Context: an optimization exercise on an open-source flow, tuned for small area, a short achievable clock period and few clock cycles per item. The choices shown serve that exercise and are no tape-out recipe.
The RTL was checked by simulation tests, not by an equivalence proof against the original design.
Power is estimated from default activity; no workload was simulated.

==> design/flow/design.v <==
package slum_pkg;
    localparam int MAX_DEPTH = 32;
    localparam int LIST_DEPTH = 16;
    localparam int PTR_W = $clog2(MAX_DEPTH);
    localparam int CNT_W = $clog2(MAX_DEPTH + 1);
    localparam int VAL_W = 32;
    localparam int CMDQ_DEPTH = 2;
    localparam int RESQ_DEPTH = 2;
    localparam int CMD_W = 2 + PTR_W + VAL_W + 2 * CNT_W + 1;
    localparam int RES_W = VAL_W + 3;
    localparam logic [1:0] ACT_LOAD_A = 2'd0;
    localparam logic [1:0] ACT_LOAD_B = 2'd1;
    localparam logic [1:0] ACT_MERGE = 2'd2;
    typedef struct packed {
        logic [1:0] action;
        logic signed [VAL_W-1:0] value;
    } item_t;
    typedef struct packed {
        logic signed [VAL_W-1:0] union_value;
        logic last;
        logic empty_res;
        logic overflowed;
    } result_t;
    typedef enum logic [1:0] {
        CMD_LOAD_A,
        CMD_LOAD_B,
        CMD_MERGE
    } cmd_op_t;
    typedef struct packed {
        cmd_op_t op;
        logic [PTR_W-1:0] addr;
        logic signed [VAL_W-1:0] value;
        logic [CNT_W-1:0] cnt_a;
        logic [CNT_W-1:0] cnt_b;
        logic ovf;
    } cmd_t;
endpackage
module slum_fifo
#(
    parameter int W = 1,
    parameter int DEPTH_Q = 2
)
(
    input  logic clk,
    input  logic rst_n,
    input  logic push,
    output logic full,
    input  logic [W-1:0] wdata,
    input  logic pop,
    output logic empty,
    output logic [W-1:0] rdata
);
    localparam int PW = (DEPTH_Q > 1) ? $clog2(DEPTH_Q) : 1;
    localparam int QW = $clog2(DEPTH_Q + 1);
    logic [W-1:0] store [DEPTH_Q];
    logic [PW-1:0] wr_ptr_reg;
    logic [PW-1:0] rd_ptr_reg;
    logic [QW-1:0] count_reg;
    logic do_push;
    logic do_pop;
    assign full = (count_reg == QW'(DEPTH_Q));
    assign empty = (count_reg == '0);
    assign rdata = store[rd_ptr_reg];
    assign do_push = push && !full;
    assign do_pop = pop && !empty;
    always_ff @(posedge clk)
    begin
        if (do_push)
        begin
            store[wr_ptr_reg] <= wdata;
        end
    end
    always_ff @(posedge clk or negedge rst_n)
    begin
        if (!rst_n)
        begin
            wr_ptr_reg <= '0;
            rd_ptr_reg <= '0;
            count_reg <= '0;
        end
        else
        begin
            if (do_push)
            begin
                wr_ptr_reg <= (wr_ptr_reg == PW'(DEPTH_Q - 1)) ? '0 : wr_ptr_reg + PW'(1);
            end
            if (do_pop)
            begin
                rd_ptr_reg <= (rd_ptr_reg == PW'(DEPTH_Q - 1)) ? '0 : rd_ptr_reg + PW'(1);
            end
            if (do_push && !do_pop)
            begin
                count_reg <= count_reg + QW'(1);
            end
            else if (do_pop && !do_push)
            begin
                count_reg <= count_reg - QW'(1);
            end
        end
    end
endmodule
module slum_front
#(
    parameter int DEPTH = slum_pkg::LIST_DEPTH
)
(
    input  logic  clk,
    input  logic  rst_n,
    input  logic  push,
    output logic  full,
    input  slum_pkg::item_t item,
    output logic  cmd_push,
    input  logic  cmd_full,
    output slum_pkg::cmd_t  cmd_data
);
    localparam int CW = $clog2(DEPTH + 1);
    logic [CW-1:0] cnt_a_reg;
    logic [CW-1:0] cnt_a_next;
    logic [CW-1:0] cnt_b_reg;
    logic [CW-1:0] cnt_b_next;
    logic ovf_reg;
    logic ovf_next;
    logic accept;
    assign full = cmd_full;
    assign accept = push && !cmd_full;
    always_comb
    begin
        cnt_a_next = cnt_a_reg;
        cnt_b_next = cnt_b_reg;
        ovf_next = ovf_reg;
        cmd_push = 1'b0;
        cmd_data.op = slum_pkg::CMD_MERGE;
        cmd_data.addr = '0;
        cmd_data.value = item.value;
        cmd_data.cnt_a = slum_pkg::CNT_W'(cnt_a_reg);
        cmd_data.cnt_b = slum_pkg::CNT_W'(cnt_b_reg);
        cmd_data.ovf = ovf_reg;
        if (accept)
        begin
            unique case (item.action)
                slum_pkg::ACT_LOAD_A:
                begin
                    if (cnt_a_reg < CW'(DEPTH))
                    begin
                        cmd_push = 1'b1;
                        cmd_data.op = slum_pkg::CMD_LOAD_A;
                        cmd_data.addr = slum_pkg::PTR_W'(cnt_a_reg);
                        cnt_a_next = cnt_a_reg + CW'(1);
                    end
                    else
                    begin
                        ovf_next = 1'b1;
                    end
                end
                slum_pkg::ACT_LOAD_B:
                begin
                    if (cnt_b_reg < CW'(DEPTH))
                    begin
                        cmd_push = 1'b1;
                        cmd_data.op = slum_pkg::CMD_LOAD_B;
                        cmd_data.addr = slum_pkg::PTR_W'(cnt_b_reg);
                        cnt_b_next = cnt_b_reg + CW'(1);
                    end
                    else
                    begin
                        ovf_next = 1'b1;
                    end
                end
                slum_pkg::ACT_MERGE:
                begin
                    cmd_push = 1'b1;
                    cmd_data.op = slum_pkg::CMD_MERGE;
                    cnt_a_next = '0;
                    cnt_b_next = '0;
                    ovf_next = 1'b0;
                end
                default:
                begin
                end
            endcase
        end
    end
    always_ff @(posedge clk or negedge rst_n)
    begin
        if (!rst_n)
        begin
            cnt_a_reg <= '0;
            cnt_b_reg <= '0;
            ovf_reg <= 1'b0;
        end
        else
        begin
            cnt_a_reg <= cnt_a_next;
            cnt_b_reg <= cnt_b_next;
            ovf_reg <= ovf_next;
        end
    end
endmodule
module slum_back
#(
    parameter int DEPTH = slum_pkg::LIST_DEPTH
)
(
    input  logic    clk,
    input  logic    rst_n,
    input  logic    q_empty,
    input  slum_pkg::cmd_t    q_data,
    output logic    q_pop,
    output logic    out_push,
    input  logic    out_full,
    output slum_pkg::result_t out_data
);
    localparam int CW = $clog2(DEPTH + 1);
    localparam int AW = (DEPTH > 1) ? $clog2(DEPTH) : 1;
    typedef enum logic [2:0] {
        ST_IDLE,
        ST_EMPTY,
        ST_FETCH,
        ST_EVAL,
        ST_FLUSH
    } state_t;
    logic signed [slum_pkg::VAL_W-1:0] mem_a [DEPTH];
    logic signed [slum_pkg::VAL_W-1:0] mem_b [DEPTH];
    logic signed [slum_pkg::VAL_W-1:0] rd_a_reg;
    logic signed [slum_pkg::VAL_W-1:0] rd_b_reg;
    state_t state_reg;
    state_t state_next;
    logic [CW-1:0] i_reg;
    logic [CW-1:0] i_next;
    logic [CW-1:0] j_reg;
    logic [CW-1:0] j_next;
    logic [CW-1:0] m_reg;
    logic [CW-1:0] m_next;
    logic [CW-1:0] n_reg;
    logic [CW-1:0] n_next;
    logic ovf_reg;
    logic ovf_next;
    logic pend_valid_reg;
    logic pend_valid_next;
    logic signed [slum_pkg::VAL_W-1:0] pend_value_reg;
    logic signed [slum_pkg::VAL_W-1:0] pend_value_next;
    logic signed [slum_pkg::VAL_W-1:0] prev_a_reg;
    logic signed [slum_pkg::VAL_W-1:0] prev_a_next;
    logic signed [slum_pkg::VAL_W-1:0] prev_b_reg;
    logic signed [slum_pkg::VAL_W-1:0] prev_b_next;
    logic wr_a;
    logic wr_b;
    logic has_a;
    logic has_b;
    logic dup_a;
    logic dup_b;
    logic adv_a;
    logic adv_b;
    logic emit;
    logic signed [slum_pkg::VAL_W-1:0] emit_value;
    logic stall;
    assign has_a = (i_reg < m_reg);
    assign has_b = (j_reg < n_reg);
    assign dup_a = (i_reg != '0) && (prev_a_reg == rd_a_reg);
    assign dup_b = (j_reg != '0) && (prev_b_reg == rd_b_reg);
    always_comb
    begin
        adv_a = 1'b0;
        adv_b = 1'b0;
        emit = 1'b0;
        emit_value = rd_a_reg;
        priority if (has_a && dup_a)
        begin
            adv_a = 1'b1;
        end
        else if (has_b && dup_b)
        begin
            adv_b = 1'b1;
        end
        else if (has_a && has_b)
        begin
            emit = 1'b1;
            if (rd_a_reg < rd_b_reg)
            begin
                adv_a = 1'b1;
            end
            else if (rd_a_reg > rd_b_reg)
            begin
                adv_b = 1'b1;
                emit_value = rd_b_reg;
            end
            else
            begin
                adv_a = 1'b1;
                adv_b = 1'b1;
            end
        end
        else if (has_a)
        begin
            emit = 1'b1;
            adv_a = 1'b1;
        end
        else if (has_b)
        begin
            emit = 1'b1;
            adv_b = 1'b1;
            emit_value = rd_b_reg;
        end
    end
    assign stall = emit && pend_valid_reg && out_full;
    always_comb
    begin
        state_next = state_reg;
        i_next = i_reg;
        j_next = j_reg;
        m_next = m_reg;
        n_next = n_reg;
        ovf_next = ovf_reg;
        pend_valid_next = pend_valid_reg;
        pend_value_next = pend_value_reg;
        prev_a_next = prev_a_reg;
        prev_b_next = prev_b_reg;
        q_pop = 1'b0;
        wr_a = 1'b0;
        wr_b = 1'b0;
        out_push = 1'b0;
        out_data.union_value = pend_value_reg;
        out_data.last = 1'b0;
        out_data.empty_res = 1'b0;
        out_data.overflowed = ovf_reg;
        unique case (state_reg)
            ST_IDLE:
            begin
                if (!q_empty)
                begin
                    q_pop = 1'b1;
                    unique case (q_data.op)
                        slum_pkg::CMD_LOAD_A:
                        begin
                            wr_a = 1'b1;
                        end
                        slum_pkg::CMD_LOAD_B:
                        begin
                            wr_b = 1'b1;
                        end
                        slum_pkg::CMD_MERGE:
                        begin
                            m_next = q_data.cnt_a[CW-1:0];
                            n_next = q_data.cnt_b[CW-1:0];
                            ovf_next = q_data.ovf;
                            i_next = '0;
                            j_next = '0;
                            pend_valid_next = 1'b0;
                            if (q_data.cnt_a == '0 && q_data.cnt_b == '0)
                            begin
                                state_next = ST_EMPTY;
                            end
                            else
                            begin
                                state_next = ST_FETCH;
                            end
                        end
                        default:
                        begin
                        end
                    endcase
                end
            end
            ST_EMPTY:
            begin
                out_data.union_value = '0;
                out_data.last = 1'b1;
                out_data.empty_res = 1'b1;
                if (!out_full)
                begin
                    out_push = 1'b1;
                    state_next = ST_IDLE;
                end
            end
            ST_FETCH:
            begin
                state_next = ST_EVAL;
            end
            ST_EVAL:
            begin
                if (!stall)
                begin
                    if (emit)
                    begin
                        out_push = pend_valid_reg;
                        pend_valid_next = 1'b1;
                        pend_value_next = emit_value;
                    end
                    if (adv_a)
                    begin
                        i_next = i_reg + CW'(1);
                        prev_a_next = rd_a_reg;
                    end
                    if (adv_b)
                    begin
                        j_next = j_reg + CW'(1);
                        prev_b_next = rd_b_reg;
                    end
                    if (i_next >= m_reg && j_next >= n_reg)
                    begin
                        state_next = ST_FLUSH;
                    end
                    else
                    begin
                        state_next = ST_FETCH;
                    end
                end
            end
            ST_FLUSH:
            begin
                out_data.last = 1'b1;
                if (!pend_valid_reg)
                begin
                    state_next = ST_IDLE;
                end
                else if (!out_full)
                begin
                    out_push = 1'b1;
                    pend_valid_next = 1'b0;
                    state_next = ST_IDLE;
                end
            end
            default:
            begin
                state_next = ST_IDLE;
            end
        endcase
    end
    always_ff @(posedge clk)
    begin
        if (wr_a)
        begin
            mem_a[q_data.addr[AW-1:0]] <= q_data.value;
        end
        if (wr_b)
        begin
            mem_b[q_data.addr[AW-1:0]] <= q_data.value;
        end
        if (state_reg == ST_FETCH)
        begin
            rd_a_reg <= mem_a[i_reg[AW-1:0]];
            rd_b_reg <= mem_b[j_reg[AW-1:0]];
        end
    end
    always_ff @(posedge clk or negedge rst_n)
    begin
        if (!rst_n)
        begin
            state_reg <= ST_IDLE;
            i_reg <= '0;
            j_reg <= '0;
            m_reg <= '0;
            n_reg <= '0;
            ovf_reg <= 1'b0;
            pend_valid_reg <= 1'b0;
            pend_value_reg <= '0;
            prev_a_reg <= '0;
            prev_b_reg <= '0;
        end
        else
        begin
            state_reg <= state_next;
            i_reg <= i_next;
            j_reg <= j_next;
            m_reg <= m_next;
            n_reg <= n_next;
            ovf_reg <= ovf_next;
            pend_valid_reg <= pend_valid_next;
            pend_value_reg <= pend_value_next;
            prev_a_reg <= prev_a_next;
            prev_b_reg <= prev_b_next;
        end
    end
endmodule
module sorted_list_union_merge
#(
    parameter int DEPTH = slum_pkg::LIST_DEPTH
)
(
    input  logic    clk,
    input  logic    rst_n,
    input  logic    push,
    output logic    full,
    input  logic [33:0] item,
    output logic    empty,
    input  logic    pop,
    output logic [34:0] result
);
    logic    cmd_push;
    logic    cmd_full;
    slum_pkg::cmd_t    cmd_wdata;
    logic    cmd_empty;
    logic    cmd_pop;
    slum_pkg::cmd_t    cmd_rdata;
    logic    res_push;
    logic    res_full;
    slum_pkg::result_t res_wdata;
    slum_front #(
        .DEPTH(DEPTH)
    ) u_front (
        .clk(clk),
        .rst_n(rst_n),
        .push(push),
        .full(full),
        .item(item),
        .cmd_push(cmd_push),
        .cmd_full(cmd_full),
        .cmd_data(cmd_wdata)
    );
    slum_fifo #(
        .W(slum_pkg::CMD_W),
        .DEPTH_Q(slum_pkg::CMDQ_DEPTH)
    ) u_cmdq (
        .clk(clk),
        .rst_n(rst_n),
        .push(cmd_push),
        .full(cmd_full),
        .wdata(cmd_wdata),
        .pop(cmd_pop),
        .empty(cmd_empty),
        .rdata(cmd_rdata)
    );
    slum_back #(
        .DEPTH(DEPTH)
    ) u_back (
        .clk(clk),
        .rst_n(rst_n),
        .q_empty(cmd_empty),
        .q_data(cmd_rdata),
        .q_pop(cmd_pop),
        .out_push(res_push),
        .out_full(res_full),
        .out_data(res_wdata)
    );
    slum_fifo #(
        .W(slum_pkg::RES_W),
        .DEPTH_Q(slum_pkg::RESQ_DEPTH)
    ) u_resq (
        .clk(clk),
        .rst_n(rst_n),
        .push(res_push),
        .full(res_full),
        .wdata(res_wdata),
        .pop(pop),
        .empty(empty),
        .rdata(result)
    );
endmodule
==> design/flow/run.sh <==
#!/bin/bash
# synth_recipe.tcl (not shown) runs the flow's synth.tcl, then flattens the netlist and writes it again
# the make line also repeats each setting of config.mk as NAME=value (left out here)
make -C /OpenROAD-flow-scripts/flow DESIGN_CONFIG=/design/flow/config.mk WORK_HOME=/design/flow/orfs CLKGATE_MAP_FILE= SYNTH_SCRIPT=/design/flow/synth_recipe.tcl finish
==> design/flow/config.mk <==
export PLATFORM = sky130hd
export DESIGN_NAME = sorted_list_union_merge
export DESIGN_NICKNAME = sorted_list_union_merge
export VERILOG_FILES = /design/flow/design.v
export SDC_FILE = /design/flow/constraint.sdc
export NUM_CORES = 4
export LEC_CHECK = 0
export CAP_MARGIN = 20
export CORE_MARGIN = 2
export CORE_UTILIZATION = 40
export SLEW_MARGIN = 20
==> design/flow/constraint.sdc <==
create_clock -name core_clock -period 5.0 [get_ports {clk}]
set_input_delay 1.0000 -clock core_clock [delete_from_list [all_inputs] [get_ports {clk}]]
set_output_delay 1.0000 -clock core_clock [all_outputs]
set_load 0.01 [all_outputs]
==> summary.md <==
| Metric | Value |
|---|---|
| Mux cell area share after synthesis | `0.160` |
| Pwr Density | `622 nW/um^2` |
| Area grow syn2layout | `15.2%` |
| TritonCTS clock tree | `yes` |
| Final worst setup slack | `0.282 ns` |
| Slew headroom | `0.288` |
| Synth Area in Simple Gates | `0.0320` |
| Hpwl dp | `83800 um` |
| Total grt overflow | `0` |
| Layout cell share with drive strength beyond 1 | `0.268` |
| Core area | `137000 um^2` |
| Arr. time, crit path | `5.40 ns` |
| Pins Over Slew Limit | `0` |
| Worst IR drop on VDD | `0.000463 V` |
| Post-synth top flop | `edfxtp_1` |
| EDFF count, synth | `1256` |
| Worst setup EP type | `register` |
| Port Buf Inserts | `74` |
| # resized after CTS | `0` |
| Slowest cell on crit path | `or4_1` |
| Worst slew pin tran | `1.07 ns` |
| Yosys warns | `4` |
| Post-synthesis compound-gate area fraction | `0.0199` |
| Hold WC Path Type | `input pin to async pin` |
| Final min period | `4.72 ns` |
| Initial drt markers | `2498` |
| Cts bufs inserted | `148` |
| Post-CTS setup buffers | `0` |
| Rows | `136` |
| First-pass GRT wire length | `198000 um` |
| Die Y | `375 um` |
| Adder-Cell Fraction of Synth Area | `0.0132` |
| Tcrit/Tclk final | `0.944` |
| Number of remaining DRC errors | `0` |
| CP peak stage delay | `0.64 ns` |
| Largest family of logic cells by synthesized area | `multiplexers` |
| Status | `timing/DRC/antenna clean` |
| Routed Antenna Nets | `0` |
| Layout net count | `2996` |
| Commonest non-fill, non-tap cell in the layout | `edfxtp_1` |
| Post-synthesis sequential area ratio | `0.748` |
| Vias in the first global route | `27700` |
| IO Count | `75` |
| Xor and xnor area share after synthesis | `0.0132` |
| Yosys top cell by area | `edfxtp_1` |
| Critical Path RT | `5.68 ns` |
| Final setup fails | `0` |
| Synth cell types | `67` |
| Post-route setup TNS | `0 ns` |
| Via count | `27000` |
| Vias per cell | `5.61` |
| Clock skew | `0.0481 ns` |
| Pre-CTS setup slack | `0.380 ns` |
| Overall die area | `141000 um^2` |
| Root Driver | `clkbuf_16` |
| CTS Hold Bufs | `0` |
| Fmax | `212 MHz` |
| Post-synthesis cell area | `55100 um^2` |
| GP Congestion | `0.912` |
| RSZ-0062 raised after global routing | `no` |
| Mean post-synth cell area | `20.3 um^2` |
| Most frequent cells in the layout | `edfxtp_1 (1256), mux4_2 (320), clkbuf_16 (149), dfrtp_1 (131), mux2_2 (124)` |
| Ys async rst share | `0.100` |
| Initial Util | `0.402` |
| CP Class | `register to register` |
| Sink Count | `1396` |
| Largest net degree at the start of global routing | `141` |
| DRT Pass-1 Iters | `5` |
| Final WL | `137000 um` |
| Clock slew at reported path FFs | `0.06 ns` |
| Top cells by area, synth | `edfxtp_1 (68%), mux4_2 (13%), dfrtp_1 (6.4%)` |
| Synthesis-stage register bit count | `1396` |
| Crit-path max FO | `6` |
| Post-Syn Instances | `2718` |
| Leakage | `20.6 nW` |
| Number of max-cap violations | `0` |
| H-Tree Depth | `4` |
| Longest Clk Path Bufs | `3` |
| Worst-path cell chain | `ha_1 -> nand4_2 -> or4_1 -> nor3_1 -> o21ai_0 -> a31oi_2 -> mux2_2 -> ha_1 -> a21o_1 -> a21o_1 -> a21oi_1 -> nor2b_1 -> o221ai_1 -> a22oi_1 -> o21ai_0` |
| Worst-Skew Late Latency | `0.79 ns` |
| Avg WL per Cell | `28.4 um` |
| Synthesized Nets | `2814` |
| Startpoint Class | `register` |
| Number of failing hold endpoints at the final stage | `0` |
| Die span in x | `375 um` |
| Synth top area share | `0.685` |
| Worst reg2reg setup slack | `0.28 ns` |
| Total GRT Usage | `0.197` |
| Initial antenna violation count | `6` |
==> kinds of logic (layout without fill, tap and decap cells) <==
family                   after synthesis  count (layout)
adder cells (fa/ha/maj)               58              58
AO/OA/AOI/OAI                        170             170
buffers and inverters                181             482
multiplexers                         466             466
other                                  0               1
flip-flops                          1396            1396
XOR/XNOR                              83              83
AND/OR/NAND/NOR                      364             364
==> through the flow <==
stage	total power [mW]	cells	util	hold WS [ns]	area (um^2)
5_1_grt	41.4	4813	0.463	0.378	63500
4_1_cts	40.0	4813	0.463	0.360	63500
2_1_floorplan	24.4	2718	-	0.440	55100
3_5_place_dp	29.0	4544	0.427	0.488	58600
3_3_place_gp	28.8	4544	0.427	0.482	58600
6_report	39.5	4814	0.463	0.286	63500
==> worst paths after layout <==
check | startpoint | to | cells after the start
max | u_back.rd_a_reg[31] | u_back.state_reg[1] | 15
min | rst_n | u_front.cnt_b_reg[2] | 2
max reg2reg | u_back.rd_a_reg[31] | u_back.state_reg[1] | 15
min reg2reg | u_cmdq.count_reg[1] | u_cmdq.count_reg[1] | 1
max in group asynchronous | rst_n | u_back.j_reg[0] | 2
min in group core_clock | u_cmdq.count_reg[1] | u_cmdq.count_reg[1] | 1
==> cell type report <==
type | instances | area (um^2)
Clock buffer | 182 | 3880
Inverter | 59 | 221
Antenna cell | 1 | 2.50
Tap cell | 1794 | 2240
Clock inverter | 87 | 1010
Multi-Input combinational cell | 1141 | 13400
Fill cell | 11300 | 73700
Sequential cell | 1396 | 41200
Timing Repair Buffer | 154 | 1450
==> where the power goes <==
part           leakage, nW  switching (mW)  total [mW]  internal [mW]
logic                 5.18            7.14        12.1           4.92
registers             13.0            1.14        16.5           15.4
clock network         2.38            4.63        11.0           6.32
total                 20.6            12.9        39.5           26.6
==> routing by layer <==
layer	wire length [um]	vias to the layer above	track usage	share of wire
li1	-	11400	-	-
met1	58100	14500	0.271	0.42
met2	67400	918	0.322	0.49
met3	7670	212	0.0308	0.056
met4	3640	0	0.0611	0.027
met5	0	-	0	0
==> cell usage after synthesis, types with 5 or more instances <==
master	count
o211ai_1	5
nand4_1	15
xor2_1	40
edfxtp_1	1256
mux2_2	124
a21o_1	7
nor4_1	11
nand3_1	20
nand2_1	111
mux4_2	320
o21ai_0	34
mux2_1	9
mux2i_1	13
nor3_1	21
nor2_1	105
a31oi_1	30
ha_1	58
nand2b_1	12
nor2b_1	37
xnor2_1	43
dfrtp_1	140
buf_6	5
buf_2	10
inv_1	57
and2_1	5
buf_1	32
a21oi_1	51
a32oi_1	5
or4_1	7
clkbuf_1	75
a22oi_1	5
==> critical path, delay by kind of cell, from the launching register on <==
kind / cells / cell delay [ns]
AOI/OAI and AO/OA: 8 / 1.74
adders and majority gates: 2 / 0.69
DFF: 1 / 0.46
muxes: 1 / 0.40
and+or+nand+nor: 4 / 1.33
Testbench counts, summed over its fixed seeds: cycles 23,386, results 6,673.

[separate check: timing with driven ports]
No port has a modelled driver above. Below, the same layout with a new extraction and two added sets of constraints.
Step 1 sets driving cells, clkbuf_16 on the clock port and buf_2 on the other inputs (assumed; they add their load-dependent delay and slew).
Step 2 adds t to the input delays and takes it off the output delays; t is the mean of the earliest and latest rising clock arrival at the registers after step 1. Input paths then give back, and output paths get back, about the clock's delay inside the block.
Three values: ideal, step 1, step 2; two values: the first two.
t (ns): 0.845
setup slack, ns: 0.282 / 0.282 / 0.282
latest minus earliest clock arrival (ns): 0.053 / 0.054
worst register clock-pin slew, ns: 0.06 / 0.06
worst slew at a driven data input, ns: 0.05
After both steps this run still meets setup and hold. The setup slack of this run moves by 0.000 ns with the drivers and by 0.000 ns with both steps.
